This design comes from an exercise in tuning for small area and a short achievable clock period on the open sky130 flow, not from production work.
The RTL was checked by simulation tests, not by an equivalence proof against the original design.

==> flow/design.v <==
package pkt_ingress_buf_pkg;
  localparam int PKT_DATA_W  = 64;
  localparam int PKT_EMPTY_W = 6;
  typedef struct packed {
    logic                   sop;
    logic                   eop;
    logic [PKT_EMPTY_W-1:0] empty;
    logic [PKT_DATA_W-1:0]  data;
  } pkt_word_t;
  localparam int PKT_WORD_W = 2 + PKT_EMPTY_W + PKT_DATA_W;
  function automatic logic [15:0] sat_add16(input logic [15:0] a, input logic [1:0] inc);
    logic [16:0] sum;
    sum = {1'b0, a} + {15'b0, inc};
    sat_add16 = sum[16] ? 16'hFFFF : sum[15:0];
  endfunction
endpackage
module pkt_buf_ram #(
  parameter int WIDTH = 72,
  parameter int DEPTH = 64,
  parameter int AW    = $clog2(DEPTH)
) (
  input  logic             clk,
  input  logic             wr_en,
  input  logic [AW-1:0]    wr_addr,
  input  logic [WIDTH-1:0] wr_data,
  input  logic             rd_en,
  input  logic [AW-1:0]    rd_addr,
  output logic [WIDTH-1:0] rd_data
);
  logic [WIDTH-1:0] mem [DEPTH];
  always_ff @(posedge clk) begin
    if (wr_en) mem[wr_addr] <= wr_data;
    if (rd_en) rd_data <= mem[rd_addr];
  end
endmodule
module pkt_ingress_buf #(
  parameter int DATA_WIDTH  = 64,
  parameter int EMPTY_WIDTH = 6,
  parameter int DEPTH       = 64
) (
  input  logic                   clk,
  input  logic                   reset_n,
  output logic                   in_ready,
  input  logic                   in_valid,
  input  logic                   in_startofpacket,
  input  logic                   in_endofpacket,
  input  logic [DATA_WIDTH-1:0]  in_data,
  input  logic [EMPTY_WIDTH-1:0] in_empty,
  input  logic                   in_error,
  input  logic                   out_ready,
  output logic                   out_valid,
  output logic                   out_startofpacket,
  output logic                   out_endofpacket,
  output logic [DATA_WIDTH-1:0]  out_data,
  output logic [EMPTY_WIDTH-1:0] out_empty,
  output logic                   out_error,
  output logic [15:0]            pkt_count,
  output logic [15:0]            drop_count
);
  localparam int AW = $clog2(DEPTH);
  localparam int PW = AW + 1;
  localparam logic [PW-1:0] DEPTH_P = PW'(DEPTH);
  localparam logic [PW-1:0] ONE_P   = PW'(1);
  typedef enum logic [1:0] {IDLE, PKT, DROP} wr_state_t;
  wr_state_t         state;
  logic [PW-1:0]     wr_spec;
  logic [PW-1:0]     wr_commit;
  logic [PW-1:0]     rd_ptr;
  logic [PW-1:0]     base;
  logic              beat;
  logic              abandon;
  logic              store_try;
  logic              full;
  logic              overflow;
  logic              wr_en;
  logic              eop_ok;
  logic              eop_bad;
  logic [1:0]        drop_inc;
  pkt_ingress_buf_pkg::pkt_word_t         wr_word;
  logic              not_empty;
  logic              out_load;
  logic              rd_en;
  logic              q_valid;
  logic [pkt_ingress_buf_pkg::PKT_WORD_W-1:0] ram_rd_data;
  pkt_ingress_buf_pkg::pkt_word_t         ram_q;
  always_comb begin
    beat      = in_valid && in_ready;
    abandon   = beat && (state == PKT) && in_startofpacket;
    store_try = beat && (in_startofpacket || (state == PKT));
    base      = abandon ? wr_commit : wr_spec;
    full      = (base - rd_ptr) == DEPTH_P;
    overflow  = store_try && full;
    wr_en     = store_try && !full;
    eop_ok    = wr_en && in_endofpacket && !in_error;
    eop_bad   = wr_en && in_endofpacket && in_error;
    drop_inc  = {1'b0, abandon} + {1'b0, (overflow || eop_bad)};
    wr_word       = '0;
    wr_word.sop   = in_startofpacket;
    wr_word.eop   = in_endofpacket;
    wr_word.empty[EMPTY_WIDTH-1:0] = in_empty;
    wr_word.data[DATA_WIDTH-1:0]   = in_data;
  end
  always_ff @(posedge clk or negedge reset_n) begin
    if (!reset_n) begin
      state      <= IDLE;
      wr_spec    <= '0;
      wr_commit  <= '0;
      in_ready   <= 1'b0;
      pkt_count  <= '0;
      drop_count <= '0;
    end else begin
      in_ready   <= 1'b1;
      drop_count <= pkt_ingress_buf_pkg::sat_add16(drop_count, drop_inc);
      if (beat) begin
        if (overflow || eop_bad) begin
          wr_spec <= wr_commit;
          state   <= in_endofpacket ? IDLE : DROP;
        end else if (eop_ok) begin
          wr_spec   <= base + ONE_P;
          wr_commit <= base + ONE_P;
          pkt_count <= pkt_count + 16'd1;
          state     <= IDLE;
        end else if (wr_en) begin
          wr_spec <= base + ONE_P;
          state   <= PKT;
        end else if ((state == DROP) && in_endofpacket) begin
          state <= IDLE;
        end
      end
    end
  end
  always_comb begin
    not_empty = wr_commit != rd_ptr;
    out_load  = !out_valid || out_ready;
    rd_en     = not_empty && (!q_valid || out_load);
    ram_q     = ram_rd_data;
  end
  always_ff @(posedge clk or negedge reset_n) begin
    if (!reset_n) begin
      rd_ptr            <= '0;
      q_valid           <= 1'b0;
      out_valid         <= 1'b0;
      out_startofpacket <= 1'b0;
      out_endofpacket   <= 1'b0;
      out_empty         <= '0;
      out_data          <= '0;
    end else begin
      if (rd_en) rd_ptr <= rd_ptr + ONE_P;
      if (rd_en) q_valid <= 1'b1;
      else if (out_load) q_valid <= 1'b0;
      if (out_load) begin
        out_valid <= q_valid;
        if (q_valid) begin
          out_startofpacket <= ram_q.sop;
          out_endofpacket   <= ram_q.eop;
          out_empty         <= ram_q.empty[EMPTY_WIDTH-1:0];
          out_data          <= ram_q.data[DATA_WIDTH-1:0];
        end
      end
    end
  end
  assign out_error = 1'b0;
  pkt_buf_ram #(
    .WIDTH (pkt_ingress_buf_pkg::PKT_WORD_W),
    .DEPTH (DEPTH),
    .AW    (AW)
  ) u_ram (
    .clk     (clk),
    .wr_en   (wr_en),
    .wr_addr (base[AW-1:0]),
    .wr_data (wr_word),
    .rd_en   (rd_en),
    .rd_addr (rd_ptr[AW-1:0]),
    .rd_data (ram_rd_data)
  );
endmodule
==> flow/run.sh <==
#!/bin/bash
# synth_recipe.tcl (not shown) runs the flow's synth.tcl, then flattens the netlist and writes it again
# the make line also repeats each setting of config.mk as NAME=value (left out here)
make -C /OpenROAD-flow-scripts/flow DESIGN_CONFIG=/design/flow/config.mk WORK_HOME=/design/flow/orfs CLKGATE_MAP_FILE= SYNTH_SCRIPT=/design/flow/synth_recipe.tcl finish
==> flow/config.mk <==
export PLATFORM = sky130hd
export DESIGN_NAME = pkt_ingress_buf
export DESIGN_NICKNAME = pkt_ingress_buf
export VERILOG_FILES = /design/flow/design.v
export SDC_FILE = /design/flow/constraint.sdc
export NUM_CORES = 4
export LEC_CHECK = 0
export CAP_MARGIN = 20
export CORE_MARGIN = 2
export CORE_UTILIZATION = 45
export SLEW_MARGIN = 20
export SYNTH_MEMORY_MAX_BITS = 8192
==> flow/constraint.sdc <==
create_clock -name core_clock -period 5.5 [get_ports {clk}]
set_input_delay 1.1000 -clock core_clock [delete_from_list [all_inputs] [get_ports {clk}]]
set_output_delay 1.1000 -clock core_clock [all_outputs]
set_load 0.01 [all_outputs]
==> impl_metrics.env <==
export IMPL_grt_use_total=0.2323
export IMPL_synthTopCellsByArea="edfxtp_1 77%, mux4_2 19%, dfrtp_1 1.8%"
export IMPL_status="timing/DRC/antenna clean"
export IMPL_hold_slack_ns=0.06652
export IMPL_post_cts_resized=0
export IMPL_nets=8025
export IMPL_synth_ff_latch_count=4810
export IMPL_max_slew_margin=0.2000
export IMPL_cts_hold_buf=0
export IMPL_reg2reg_slack_ns=0.60
export IMPL_critPathTopFamily="simple AND/OR/NAND/NOR gates"
export IMPL_root_buffer="clkbuf_16"
export IMPL_irDropWorstVdd_v=0.0005735
export IMPL_dp_cells=12860
export IMPL_rr_endpoint="drop_count[5]$_DFF_PN0_"
export IMPL_globalplace_congestion=0.8149
export IMPL_min_period_over_period=0.9221
export IMPL_path_cells="clkdlybuf4s50_1, and4b_1, and2_4, clkinv_4, buf_4, mux2i_4, inv_2, ha_4, and2_1, o211ai_1, a211oi_1, or3_1, o21ai_0, nand2_1, fa_1, inv_1, ha_1, and3_1, nand3_1, nor2_1, inv_1, or3_1, o21ai_0"
export IMPL_clkTransAtPathRegs_ns=0.06
export IMPL_yosysMostFrequentCell="edfxtp_1"
export IMPL_die_area_um2=410600
export IMPL_antenna_found_initial=26
export IMPL_grt_max_degree=143
export IMPL_die_h_um=640.8
export IMPL_synth_top_area_cell="edfxtp_1"
export IMPL_p_sw_mw=28.97
export IMPL_rows=233
export IMPL_synth_edf_count=4680
export IMPL_die_width_um=640.8
export IMPL_internal_power_mw=73.20
export IMPL_crit_type="in2reg"
export IMPL_layoutNonFillerInstCount=13740
export IMPL_swShare=0.2835
export IMPL_seq_power_share=0.411
export IMPL_endpoint_kind="flip-flop"
export IMPL_cts_buffers=476
export IMPL_initialDrtViolationCount=9976
export IMPL_setup_viol_count_final=0
export IMPL_remaining_drc_errors=0
export IMPL_firstDrtPassIters=6
export IMPL_htreeDepth=5
export IMPL_clockBufferDepth=4
export IMPL_synth_ff_type="edfxtp_1"
export IMPL_final_setup_skew_ns=0.07077
export IMPL_postCtsSetupRepairBufs=0
export IMPL_syn_to_final_growth_pct=16.60
export IMPL_regArea_um2=143800
export IMPL_pwr_share_comb=0.272
export IMPL_ys_seq_area_frac=0.7880
export IMPL_grt_pass1_vias=84970
export IMPL_synthArstFlopShare=0.02703
export IMPL_final_layout_size_suffix_gt1_frac=0.3545
export IMPL_period_minus_slack_ns=5.072
export IMPL_synth_avg_cell_area_um2=25.58
export IMPL_rsz0062_at_grt="no"
export IMPL_start_util=0.4526
export IMPL_maxCapViolCount=0
export IMPL_p_total_mw=102.2
export IMPL_core_area_um2=403200
export IMPL_p_clk_frac=0.317
export IMPL_synth_cell_types=50
export IMPL_portBuffers=182
export IMPL_cp_max_fo=13
export IMPL_worstPathRequired_ns=6.37
export IMPL_n_fill_cell=30130
export IMPL_wirelength_mm=476.3
export IMPL_worstPathArrival_ns=5.95
export IMPL_viasPerCell=6.043
export IMPL_crit_buf_inv=6
export IMPL_max_freq_ghz=0.1972
export IMPL_yosysWarnings=2
export IMPL_wl_per_cell_um=34.66
export IMPL_p_leak_nw=66.21
export IMPL_clk_latency_ns=1.03
export IMPL_grt_overflow=0
export IMPL_p_per_area_nw_per_um2=480.2
export IMPL_worst_slew_pin_slew_ns=1.197
export IMPL_synth_top_area_share=0.7701
export IMPL_slew_violations=0
export IMPL_cp_slowest_cell="or3_1"
export IMPL_hold_viol=0
export IMPL_syn_nets=7223
export IMPL_ant_nets=0
export IMPL_synth_commonest_cells="4680 x edfxtp_1, 1512 x mux4_2, 180 x clkbuf_1, 130 x dfrtp_1, 84 x buf_1"
export IMPL_tritoncts="done"
export IMPL_reg2regPathDepth=22
export IMPL_grt_pass1_wl_mm=671.9
export IMPL_io_pins=184
export IMPL_r2r_start="state[1]$_DFFE_PN0P_"
export IMPL_syn_area_um2=182500
export IMPL_hold_path_class="in2async"
export IMPL_cp_start_kind="primary input"
export IMPL_post_route_util=0.5277
export IMPL_cts_sinks=4810
export IMPL_syn_instance_count=7135
export IMPL_hpwl_mm=276.9
export IMPL_cp_slowest_stage_delay_ns=0.58
export IMPL_multi_input_area_um2=37700
export IMPL_vias=83050
[state kept, by name, indices dropped and copies added (netlist names)]
signal             flops
in_ready               1
drop_count            16
wr_commit              7
wr_spec                7
out_data              64
out_startofpacket      1
state                  2
q_valid                1
out_valid              1
out_endofpacket        1
u_ram.rd_data         72
pkt_count             16
out_empty              6
rd_ptr                 7
u_ram.mem           4608
[metrics by stage]
step	area, um^2	setup TNS [ns]	setup slack, ns
2_1_floorplan	183200	-134.01	-0.3435
3_3_place_gp	197000	-15.57	-0.6275
3_5_place_dp	197200	-8.825	-0.5532
4_1_cts	212700	0	0.4845
5_1_grt	212800	0	0.08372
6_report	212800	0	0.4284
[power groups by stage]
stage	Combinational [mW]	Sequential [mW]	Clock [mW]
2_1_floorplan	18.2	42.6	0
3_3_place_gp	28.4	42.8	0
3_5_place_dp	28.4	42.8	0
4_1_cts	28.5	42.0	33.0
5_1_grt	29.2	42.1	34.3
6_report	27.8	42.0	32.4
[placed cells by master, fill, tap and decap left out, drive strengths merged, types with 17 or more instances in the layout]
cell,n
inv,34
nor2,83
mux4,1512
clkbuf,576
xnor2,34
clkinvlp,17
nand4,18
clkdlybuf4s50,119
buf,572
bufinv,49
o21ai,19
nand2,56
clkinv,212
dfrtp,130
nand3,21
mux2,83
edfxtp,4680
[area by class of cell]
| class | count | area share |
|---|---|---|
| Antenna cell | 7 | 0.00008233 |
| Clock buffer | 576 | 0.05871 |
| Clock inverter | 295 | 0.01435 |
| Inverter | 17 | 0.0004175 |
| Multi-Input combinational cell | 1941 | 0.1772 |
| Sequential cell | 4810 | 0.6759 |
| Tap cell | 5405 | 0.03178 |
| Timing Repair Buffer | 691 | 0.04160 |
[kinds of logic after synthesis]
kind of cell,after synthesis,synth area share
flip-flops,4810,0.7880
multiplexers,1606,0.1923
buffers and inverters,384,0.009222
AND/OR/NAND/NOR,230,0.005849
XOR/XNOR,48,0.002304
AO/OA/AOI/OAI,44,0.001488
adder cells (fa/ha/maj),11,0.0007954
other,2,0.00004116
[worst max path at each step]
| stage | endpoint | slack, ns | from | cells past startpoint |
|---|---|---|---|---|
| after global routing | drop_count[5]$_DFF_PN0_ | 0.08 | in_valid | 23 |
| after global placement | drop_count[5]$_DFF_PN0_ | -0.63 | in_valid | 22 |
| after floorplan | u_ram.mem[39][0]$_DFFE_PP_ | -0.34 | in_valid | 14 |
| after detailed placement | drop_count[5]$_DFF_PN0_ | -0.55 | in_valid | 23 |
| after CTS | drop_count[5]$_DFF_PN0_ | 0.48 | in_valid | 23 |
| final | drop_count[5]$_DFF_PN0_ | 0.43 | in_valid | 23 |
[routing by layer]
| metal | wire length [um] | track usage |
|---|---|---|
| met1 | 194500 | 0.3302 |
| met2 | 237800 | 0.3820 |
| met5 | 81 | 0 |
| met4 | 11580 | 0.05468 |
| met3 | 32380 | 0.03548 |

==> what the ideal ports hide <==
No port has a modelled driver above. Below, the same layout with a new extraction and two added sets of constraints.
Step 1: set_driving_cell puts a clkbuf_16 on clk and a buf_2 on each other input, an assumption about the parent block.
Step 2, shift: input delay + t, output delay - t, t = (earliest + latest rising clock arrival at the registers) / 2. This alone moves slack from input paths to output paths.
Three values: ideal, step 1, step 2; two values: the first two.
t (ns): 1.099
setup slack, ns: 0.428 / 0.483 / -0.616
worst register clock-pin slew, ns: 0.07 / 0.07
With both steps, setup timing fails in this run, where it was met with ideal ports. The setup slack of this run moves by +0.055 ns with the drivers and by -1.044 ns with both steps.
